This is an optimization exercise on Yosys and OpenROAD, whose aim is small area, a short achievable clock period and few clock cycles per item, not a production implementation. Only simulation tests tie the RTL to the original design; equivalence was not proved. Power and IR drop assume default switching activity.

**flow/run.sh**
```bash
#!/bin/bash
# synth_recipe.tcl (not shown) runs the flow's synth.tcl, then flattens the netlist and writes it again
# the make line also repeats each setting of config.mk as NAME=value (left out here)
make -C /OpenROAD-flow-scripts/flow DESIGN_CONFIG=/design/flow/config.mk WORK_HOME=/design/flow/orfs CLKGATE_MAP_FILE= SYNTH_SCRIPT=/design/flow/synth_recipe.tcl finish
```
**flow/config.mk**
```make
export PLATFORM = sky130hd
export DESIGN_NAME = merge_ram_top
export DESIGN_NICKNAME = merge_ram_top
export VERILOG_FILES = /design/flow/design.v
export SDC_FILE = /design/flow/constraint.sdc
export NUM_CORES = 4
export LEC_CHECK = 0
export CAP_MARGIN = 20
export CORE_MARGIN = 2
export CORE_UTILIZATION = 40
export SLEW_MARGIN = 20
```
**flow/constraint.sdc**
```tcl
create_clock -name core_clock -period 9.0 [get_ports {clk}]
set_input_delay 1.8000 -clock core_clock [delete_from_list [all_inputs] [get_ports {clk}]]
set_output_delay 1.8000 -clock core_clock [all_outputs]
set_load 0.01 [all_outputs]
```
**flow/design.v**
```verilog
package merge_pkg;
  parameter int NUM_BLK_W = 2;
  parameter int KEY_W = 6;
  parameter int PAY_W = 16;
  parameter int BASE_W = 8;
  parameter int FIFO_AW = 4;
  typedef enum logic [0:0] {
    ST_FILL  = 1'b0,
    ST_MERGE = 1'b1
  } merge_state_e;
endpackage
`timescale 1ns/1ps
module blk_writer #(
  parameter int NUM_BLK_W = merge_pkg::NUM_BLK_W,
  parameter int KEY_W     = merge_pkg::KEY_W,
  parameter int PAY_W     = merge_pkg::PAY_W,
  parameter int BASE_W    = merge_pkg::BASE_W
) (
  input  logic                    clk,
  input  logic                    rst,
  input  logic                    in_valid_i,
  input  logic                    in_last_i,
  input  logic [BASE_W-1:0]       in_base_i,
  input  logic [KEY_W-1:0]        in_key_i,
  input  logic [PAY_W-1:0]        in_pay_i,
  input  logic [2**NUM_BLK_W-1:0] fifo_full_i,
  input  logic                    merging_i,
  output logic                    in_ready_o,
  output logic [2**NUM_BLK_W-1:0] wr_en_o,
  output logic [KEY_W-1:0]        wr_key_o,
  output logic [PAY_W-1:0]        wr_pay_o,
  output logic [BASE_W-1:0]       base_o,
  output logic                    frame_done_o
);
  localparam int NB = 2**NUM_BLK_W;
  logic [NUM_BLK_W-1:0] blk_cnt;   
  logic                 first_q;   
  logic [BASE_W-1:0]    base_q;
  logic                 xfer;
  assign in_ready_o   = !merging_i && !fifo_full_i[blk_cnt];
  assign xfer         = in_valid_i && in_ready_o;
  assign frame_done_o = xfer && in_last_i && (&blk_cnt);   
  assign wr_en_o  = xfer ? ({{(NB-1){1'b0}}, 1'b1} << blk_cnt) : '0;
  assign wr_key_o = in_key_i;
  assign wr_pay_o = in_pay_i;
  assign base_o   = base_q;
  always_ff @(posedge clk or posedge rst) begin
    if (rst) begin
      blk_cnt <= '0;
      first_q <= 1'b1;
    end else if (xfer) begin
      if (in_last_i)
        blk_cnt <= blk_cnt + 1'b1;   
      first_q <= frame_done_o;
    end
  end
  always_ff @(posedge clk) begin
    if (xfer && first_q)
      base_q <= in_base_i;
  end
endmodule
`timescale 1ns/1ps
module blk_fifo #(
  parameter int FIFO_AW = merge_pkg::FIFO_AW,
  parameter int W       = merge_pkg::KEY_W + merge_pkg::PAY_W
) (
  input  logic         clk,
  input  logic         rst,
  input  logic         wr_i,
  input  logic [W-1:0] din_i,
  input  logic         rd_i,
  output logic [W-1:0] dout_o,
  output logic         empty_o,
  output logic         full_o
);
  localparam int DEPTH = 2**FIFO_AW;
  logic [W-1:0]       mem [DEPTH];
  logic [FIFO_AW-1:0] wp;
  logic [FIFO_AW-1:0] rp;
  logic [FIFO_AW:0]   cnt;   
  assign dout_o  = mem[rp];   
  assign empty_o = (cnt == '0);
  assign full_o  = cnt[FIFO_AW];
  always_ff @(posedge clk) begin
    if (wr_i)
      mem[wp] <= din_i;
  end
  always_ff @(posedge clk or posedge rst) begin
    if (rst) begin
      wp  <= '0;
      rp  <= '0;
      cnt <= '0;
    end else begin
      if (wr_i)
        wp <= wp + 1'b1;
      if (rd_i)
        rp <= rp + 1'b1;
      case ({wr_i, rd_i})
        2'b10:   cnt <= cnt + 1'b1;
        2'b01:   cnt <= cnt - 1'b1;
        default: cnt <= cnt;
      endcase
    end
  end
endmodule
`timescale 1ns/1ps
module merge_select #(
  parameter int NUM_BLK_W = merge_pkg::NUM_BLK_W,
  parameter int KEY_W     = merge_pkg::KEY_W,
  parameter int PAY_W     = merge_pkg::PAY_W,
  parameter int FIFO_AW   = merge_pkg::FIFO_AW
) (
  input  logic                                  clk,
  input  logic                                  rst,
  input  logic                                  frame_done_i,
  input  logic [2**NUM_BLK_W-1:0]               wr_i,
  input  logic [2**NUM_BLK_W*(KEY_W+PAY_W)-1:0] head_i,
  input  logic [2**NUM_BLK_W-1:0]               empty_i,
  input  logic                                  sel_ready_i,
  output logic                                  merging_o,
  output logic [2**NUM_BLK_W-1:0]               rd_o,
  output logic                                  sel_valid_o,
  output logic [KEY_W-1:0]                      sel_key_o,
  output logic [NUM_BLK_W-1:0]                  sel_blk_o,
  output logic [PAY_W-1:0]                      sel_pay_o,
  output logic                                  sel_last_o
);
  localparam int NB = 2**NUM_BLK_W;
  localparam int DW = KEY_W + PAY_W;
  merge_pkg::merge_state_e state;
  logic [KEY_W-1:0]     key_a [NB];
  logic [PAY_W-1:0]     pay_a [NB];
  logic [FIFO_AW:0]     rem [NB];   
  logic [NUM_BLK_W-1:0] best;
  logic [KEY_W-1:0]     best_key;
  logic                 found;
  logic [NB-1:0]        nonempty;
  logic                 single;
  logic                 pop;
  always_comb begin
    found    = 1'b0;
    best     = '0;
    best_key = '0;
    for (int i = 0; i < NB; i++) begin
      key_a[i] = head_i[i*DW+PAY_W +: KEY_W];
      pay_a[i] = head_i[i*DW +: PAY_W];
      if (!empty_i[i] && (!found || key_a[i] < best_key)) begin
        found    = 1'b1;
        best     = NUM_BLK_W'(i);
        best_key = key_a[i];
      end
    end
  end
  assign nonempty    = ~empty_i;
  assign single      = ((nonempty & (nonempty - 1'b1)) == '0);   
  assign merging_o   = (state == merge_pkg::ST_MERGE);
  assign sel_valid_o = merging_o && found;
  assign sel_key_o   = best_key;
  assign sel_blk_o   = best;
  assign sel_pay_o   = pay_a[best];
  assign sel_last_o  = sel_valid_o && single && (rem[best] == (FIFO_AW+1)'(1));
  assign pop         = sel_valid_o && sel_ready_i;
  assign rd_o        = pop ? ({{(NB-1){1'b0}}, 1'b1} << best) : '0;
  always_ff @(posedge clk or posedge rst) begin
    if (rst) begin
      state <= merge_pkg::ST_FILL;
    end else begin
      case (state)
        merge_pkg::ST_FILL:  if (frame_done_i) state <= merge_pkg::ST_MERGE;
        merge_pkg::ST_MERGE: if (pop && sel_last_o) state <= merge_pkg::ST_FILL;
        default:             state <= merge_pkg::ST_FILL;
      endcase
    end
  end
  always_ff @(posedge clk or posedge rst) begin
    if (rst) begin
      for (int i = 0; i < NB; i++)
        rem[i] <= '0;
    end else begin
      for (int i = 0; i < NB; i++) begin
        if (wr_i[i])
          rem[i] <= rem[i] + 1'b1;
        else if (rd_o[i])
          rem[i] <= rem[i] - 1'b1;
      end
    end
  end
endmodule
`timescale 1ns/1ps
module out_stage #(
  parameter int NUM_BLK_W = merge_pkg::NUM_BLK_W,
  parameter int KEY_W     = merge_pkg::KEY_W,
  parameter int PAY_W     = merge_pkg::PAY_W,
  parameter int BASE_W    = merge_pkg::BASE_W
) (
  input  logic                    clk,
  input  logic                    rst,
  input  logic [BASE_W-1:0]       base_i,
  input  logic                    sel_valid_i,
  input  logic [KEY_W-1:0]        sel_key_i,
  input  logic [NUM_BLK_W-1:0]    sel_blk_i,
  input  logic [PAY_W-1:0]        sel_pay_i,
  input  logic                    sel_last_i,
  input  logic                    out_ready_i,
  output logic                    sel_ready_o,
  output logic                    out_valid_o,
  output logic [BASE_W+KEY_W-1:0] out_time_o,
  output logic [NUM_BLK_W-1:0]    out_blk_o,
  output logic [PAY_W-1:0]        out_pay_o,
  output logic                    out_last_o
);
  logic vld_q;
  assign sel_ready_o = !vld_q || out_ready_i;   
  assign out_valid_o = vld_q;
  always_ff @(posedge clk or posedge rst) begin
    if (rst)
      vld_q <= 1'b0;
    else if (sel_ready_o)
      vld_q <= sel_valid_i;
  end
  always_ff @(posedge clk) begin
    if (sel_ready_o && sel_valid_i) begin
      out_time_o <= {base_i, sel_key_i};   
      out_blk_o  <= sel_blk_i;            
      out_pay_o  <= sel_pay_i;
      out_last_o <= sel_last_i;
    end
  end
endmodule
`timescale 1ns/1ps
module merge_ram_top #(
  parameter int NUM_BLK_W = merge_pkg::NUM_BLK_W,
  parameter int KEY_W     = merge_pkg::KEY_W,
  parameter int PAY_W     = merge_pkg::PAY_W,
  parameter int BASE_W    = merge_pkg::BASE_W,
  parameter int FIFO_AW   = merge_pkg::FIFO_AW
) (
  input  logic                    clk,
  input  logic                    rst,
  input  logic                    in_valid_i,
  input  logic                    in_last_i,
  input  logic [BASE_W-1:0]       in_base_i,
  input  logic [KEY_W-1:0]        in_key_i,
  input  logic [PAY_W-1:0]        in_pay_i,
  output logic                    in_ready_o,
  output logic                    out_valid_o,
  output logic [BASE_W+KEY_W-1:0] out_time_o,
  output logic [NUM_BLK_W-1:0]    out_blk_o,
  output logic [PAY_W-1:0]        out_pay_o,
  output logic                    out_last_o,
  input  logic                    out_ready_i
);
  localparam int NB = 2**NUM_BLK_W;
  localparam int DW = KEY_W + PAY_W;
  logic [NB-1:0]      wr_en;
  logic [KEY_W-1:0]   wr_key;
  logic [PAY_W-1:0]   wr_pay;
  logic [NB-1:0]      fifo_full;
  logic [NB-1:0]      fifo_empty;
  logic [NB-1:0]      fifo_rd;
  logic [NB*DW-1:0]   heads;   
  logic [BASE_W-1:0]  base;
  logic               frame_done;
  logic               merging;
  logic               sel_valid;
  logic               sel_ready;
  logic [KEY_W-1:0]   sel_key;
  logic [NUM_BLK_W-1:0] sel_blk;
  logic [PAY_W-1:0]   sel_pay;
  logic               sel_last;
  blk_writer #(.NUM_BLK_W(NUM_BLK_W), .KEY_W(KEY_W), .PAY_W(PAY_W), .BASE_W(BASE_W)) u_writer (
    .clk, .rst, .in_valid_i, .in_last_i, .in_base_i, .in_key_i, .in_pay_i,
    .fifo_full_i(fifo_full), .merging_i(merging), .in_ready_o, .wr_en_o(wr_en),
    .wr_key_o(wr_key), .wr_pay_o(wr_pay), .base_o(base), .frame_done_o(frame_done)
  );
  for (genvar g = 0; g < NB; g++) begin : g_fifo
    blk_fifo #(.FIFO_AW(FIFO_AW), .W(DW)) u_fifo (
      .clk, .rst, .wr_i(wr_en[g]), .din_i({wr_key, wr_pay}), .rd_i(fifo_rd[g]),
      .dout_o(heads[g*DW +: DW]), .empty_o(fifo_empty[g]), .full_o(fifo_full[g])
    );
  end
  merge_select #(.NUM_BLK_W(NUM_BLK_W), .KEY_W(KEY_W), .PAY_W(PAY_W), .FIFO_AW(FIFO_AW)) u_sel (
    .clk, .rst, .frame_done_i(frame_done), .wr_i(wr_en), .head_i(heads),
    .empty_i(fifo_empty), .sel_ready_i(sel_ready), .merging_o(merging), .rd_o(fifo_rd),
    .sel_valid_o(sel_valid), .sel_key_o(sel_key), .sel_blk_o(sel_blk),
    .sel_pay_o(sel_pay), .sel_last_o(sel_last)
  );
  out_stage #(.NUM_BLK_W(NUM_BLK_W), .KEY_W(KEY_W), .PAY_W(PAY_W), .BASE_W(BASE_W)) u_out (
    .clk, .rst, .base_i(base), .sel_valid_i(sel_valid), .sel_key_i(sel_key),
    .sel_blk_i(sel_blk), .sel_pay_i(sel_pay), .sel_last_i(sel_last), .out_ready_i,
    .sel_ready_o(sel_ready), .out_valid_o, .out_time_o, .out_blk_o, .out_pay_o, .out_last_o
  );
endmodule
```
==> flow_metrics.py <==
metrics = {
    "worst_setup_path": {
        "end_kind": "flop",
        "r2r_setup_slack_ns": 0.42,
        "reg2reg_depth": 38,
        "worstPathArrival_ns": 9.24,
        "crit_top_cell": "inv_1",
        "critPathBufInv": 7,
        "max_stage_delay_ns": 0.51,
        "crit_fanout": 11,
        "timing.rr.start": "g_fifo[0].u_fifo.rp[0]",
        "cpMaxStageDelayCell": "mux4_2",
        "r2r_end": "g_fifo[1].u_fifo.cnt[4]",
        "startpoint_type": "flop",
        "crit_family": "compound AO/OA/AOI/OAI gates",
        "required_ns": 9.66,
        "path_class": "flop to flop",
    },
    "synth": {
        "synth-simple-area-share_pct": 2.12,
        "synth_compound_area_share_pct": 2.30,
        "async_flop_share_pct": 5.05,
        "yosysSeqAreaShare_pct": 75.3,
        "synth_edf_count": 1449,
        "ys.warnings.count": 7,
        "synth_top_family_by_area": "multiplexers",
        "synthTopCellsByArea": "edfxtp_1, mux4_2, dfrtp_1",
        "synth_cells": 2840,
        "synth.net_count": 2954,
        "yosys.area.top_type": "edfxtp_1",
        "ys.flop_type": "edfxtp_1",
        "synth_top_area_share_pct": 72.1,
        "synth.avg_cell_area_um2": 21.3,
        "synthMuxAreaShare_pct": 16.2,
        "netlist_area_um2": 60400,
        "synth_fa_ha_area_share_pct": 1.74,
        "yosys_register_bits": 1526,
        "synth_xor_area_share_pct": 0.958,
        "yosysUniqueCellTypes": 60,
    },
    "route": {
        "routed_via_density": 5.62,
        "wl_mm": 149,
        "post_drt_wl_per_cell_um": 28.8,
        "ant_nets": 0,
        "first_pass_iters": 7,
        "drcViolationCount": 0,
        "vias": 29200,
        "drt_iter0_drc": 2963,
    },
    "outcome": {
        "status": "finished clean",
    },
    "die": {
        "die_area_um2": 154000,
        "ios": 70,
        "die_h_um": 392,
        "rows": 142,
        "die_x_um": 392,
        "start_util_pct": 40.3,
        "coreArea_um2": 150000,
    },
    "sta": {
        "fin_crit_ns": 8.58,
        "tightestPinTransition_ns": 1.10,
        "finClkSkew_ns": 0.0253,
        "slew_headroom_pct": 26.2,
        "max_freq_ghz": 0.117,
        "setup_viol": 0,
        "fin_tns_setup_ns": 0,
        "drv_slew": 0,
        "finalHoldViolCount": 0,
        "rsz0062_at_grt": "no",
        "period_share_pct": 95.3,
        "setup_ws_ns": 0.419,
    },
    "hold_path": {
        "hold_path.startpoint": "u_writer.base_q[6]",
        "hold_class": "flop to flop",
        "min_to": "u_out.out_time_o[12]",
        "min_path_cells": 0,
    },
    "pwr": {
        "combinationalPowerShare_pct": 38.8,
        "pwr-share-clk_pct": 25.3,
        "p_leak_uw": 0.0222,
        "power.density_nw_per_um2": 358,
        "intPower_uw": 16000,
        "p_switching_uw": 8690,
        "switching_share_pct": 35.2,
        "vdd_drop_max_v": 0.000542,
        "seqPwrFrac_pct": 35.9,
    },
    "place": {
        "gp_congestion": 0.836,
        "port_buffers": 69,
        "dp_slack_ns": 0.0468,
        "placed_area_um2": 64100,
        "placed_cells": 4904,
        "dp_hpwl_mm": 86.8,
    },
    "clock_network": {
        "cts_max_level": 4,
        "cts_buffer_depth": 3,
        "cts_made_buffers": 157,
        "insertion_delay_ns": 0.78,
        "clk_pin_slew_ns": 0.06,
        "cts_root_buffer": "clkbuf_16",
        "cts_tree": "yes",
        "cts_sinks": 1526,
    },
    "global_route": {
        "grt_pass1_vias": 30100,
        "grt_max_degree": 68,
        "grt_overflow": 0,
        "grt_usage_pct": 19.6,
        "antenna_found_initial": 10,
        "grt_pass1_wl_mm": 214,
    },
    "final_layout": {
        "drive_gt1_share_pct": 27.4,
        "syn2layout_area_growth_pct": 14.5,
        "mostFrequentLayoutCell": "edfxtp_1",
        "nets": 3166,
        "final_cell_mix": "edfxtp_1, mux4_2, clkbuf_16",
        "fin_cells": 5192,
        "postLayoutCellArea_um2": 69100,
    },
    "flow_run": {
        "cap_violations": 0,
    },
}
-- power by group through the flow --
stage	Combinational, uW	Clock [uW]	Sequential [uW]
4_1_cts	9470	6380	8890
3_5_place_dp	9450	0	9030
6_report	9590	6260	8860
5_1_grt	10300	6650	8910
3_3_place_gp	9170	0	9000
2_1_floorplan	6310	0	8650
-- metrics by stage --
step	hold slack, ns	total power, uW	utilization, %
after global placement	0.409	18200	42.7
after CTS	0.418	24700	46.1
final	0.419	24700	46.1
after detailed placement	0.405	18500	42.8
after global routing	0.426	25800	46.1
after floorplan	0.400	15000	-
-- per-layer routing --
layer	wire length, um	vias to the layer above	GRT usage (%)
met4	4330	10	6.52
met3	11400	226	4.67
met1	61900	15700	26.8
li1	-	12100	-
met5	58	-	0
met2	71600	1098	31.0
-- what timing repair did --
action / CTS / global route
buffers inserted: 0 / 4
setup endpoints to repair: 0 / 14
hold endpoints to repair: 0 / 0
hold buffers: 0 / 0
resized for setup: 0 / 10
-- cell type report --
| class | instances | area (um^2) |
|---|---|---|
| Tap cell | 2016 | 2520 |
| Multi-Input combinational cell | 1104 | 14300 |
| Clock buffer | 215 | 4310 |
| Antenna cell | 1 | 2.50 |
| Inverter | 70 | 265 |
| Sequential cell | 1526 | 45500 |
| Fill cell | 12300 | 80700 |
| Timing Repair Buffer | 193 | 1580 |
| Clock inverter | 67 | 611 |
-- flip-flops by register name (all words and copies together) (netlist names) --
name               cells
u_out.out_blk_o        2
u_out.vld_q            1
u_out.out_last_o       1
g_fifo.u_fifo.cnt     20
u_writer.first_q       1
u_writer.base_q        8
g_fifo.u_fifo.wp      16
u_sel.state            1
u_writer.blk_cnt       2
u_out.out_pay_o       16
g_fifo.u_fifo.rp      16
u_sel.rem             20
u_out.out_time_o      14
g_fifo.u_fifo.mem   1408
-- kinds of logic after synthesis --
kind of cell    after synthesis
buf+inv                     210
xor+xnor                     66
flops                      1526
simple gates                257
mux                         490
fa+ha+maj                    79
compound gates              212
-- synth_stat cells (3+ instances only) --
cell / n
xnor2_1: 50
a31oi_1: 6
a21o_1: 18
nand3_1: 8
nor4_1: 13
nand2b_1: 13
or3_1: 3
a221oi_1: 3
nor3_1: 14
o2bb2ai_1: 12
mux4_2: 386
or4_1: 4
and3_1: 9
mux2_2: 39
o221ai_1: 15
xor2_1: 16
nand2_1: 79
ha_1: 71
a22oi_1: 3
buf_6: 3
o22ai_1: 18
inv_1: 70
nor3b_1: 3
clkbuf_1: 86
fa_1: 8
buf_1: 37
a21oi_1: 61
nor2b_1: 14
o21ai_0: 44
edfxtp_1: 1449
buf_2: 12
mux2i_1: 64
and2_1: 26
a211o_1: 13
dfrtp_1: 76
nand4_1: 6
a211oi_1: 6
nor2_1: 56
-- how the worst max path moves through the flow --
stage / from / to / slack [ns] / cells past startpoint
floorplan: g_fifo[0].u_fifo.rp[0] / g_fifo[1].u_fifo.cnt[4] / 0.03 / 40
global placement: g_fifo[0].u_fifo.rp[0] / g_fifo[3].u_fifo.cnt[4] / 0.32 / 35
finish: g_fifo[0].u_fifo.rp[0] / g_fifo[1].u_fifo.cnt[4] / 0.42 / 38
detailed placement: g_fifo[0].u_fifo.rp[0] / g_fifo[1].u_fifo.cnt[4] / 0.05 / 35
global route: g_fifo[0].u_fifo.rp[0] / g_fifo[1].u_fifo.cnt[4] / 0.002 / 38
CTS: g_fifo[0].u_fifo.rp[0] / g_fifo[1].u_fifo.cnt[4] / 0.02 / 35
Testbench counts, summed over its fixed seeds: cycles 13,200, items 6,596.

[separate check: timing with driven ports]
The results above use ideal ports. As a check the final layout listed here was re-extracted and re-timed, cells and wires unchanged.
Step 1 sets driving cells, clkbuf_16 on the clock port and buf_2 on the other inputs (assumed; they add their load-dependent delay and slew).
Step 2 also shifts input and output timing later by t, the mid clock arrival at the registers, as if the neighbouring blocks saw the same clock.
Three values: ideal ports, drivers, drivers and shift; two values: the first two.
t (ns): 0.845
setup WS [ns]: 0.419 / 0.419 / 0.419
worst hold slack (ns): 0.419 / 0.419 / 0.419
latest minus earliest clock arrival (ns): 0.030 / 0.030
pins driven straight from the clock port: 1
After both steps setup and hold are still met in this run. For this run, drivers alone change the setup slack by 0.000 ns; drivers and shift together by 0.000 ns.
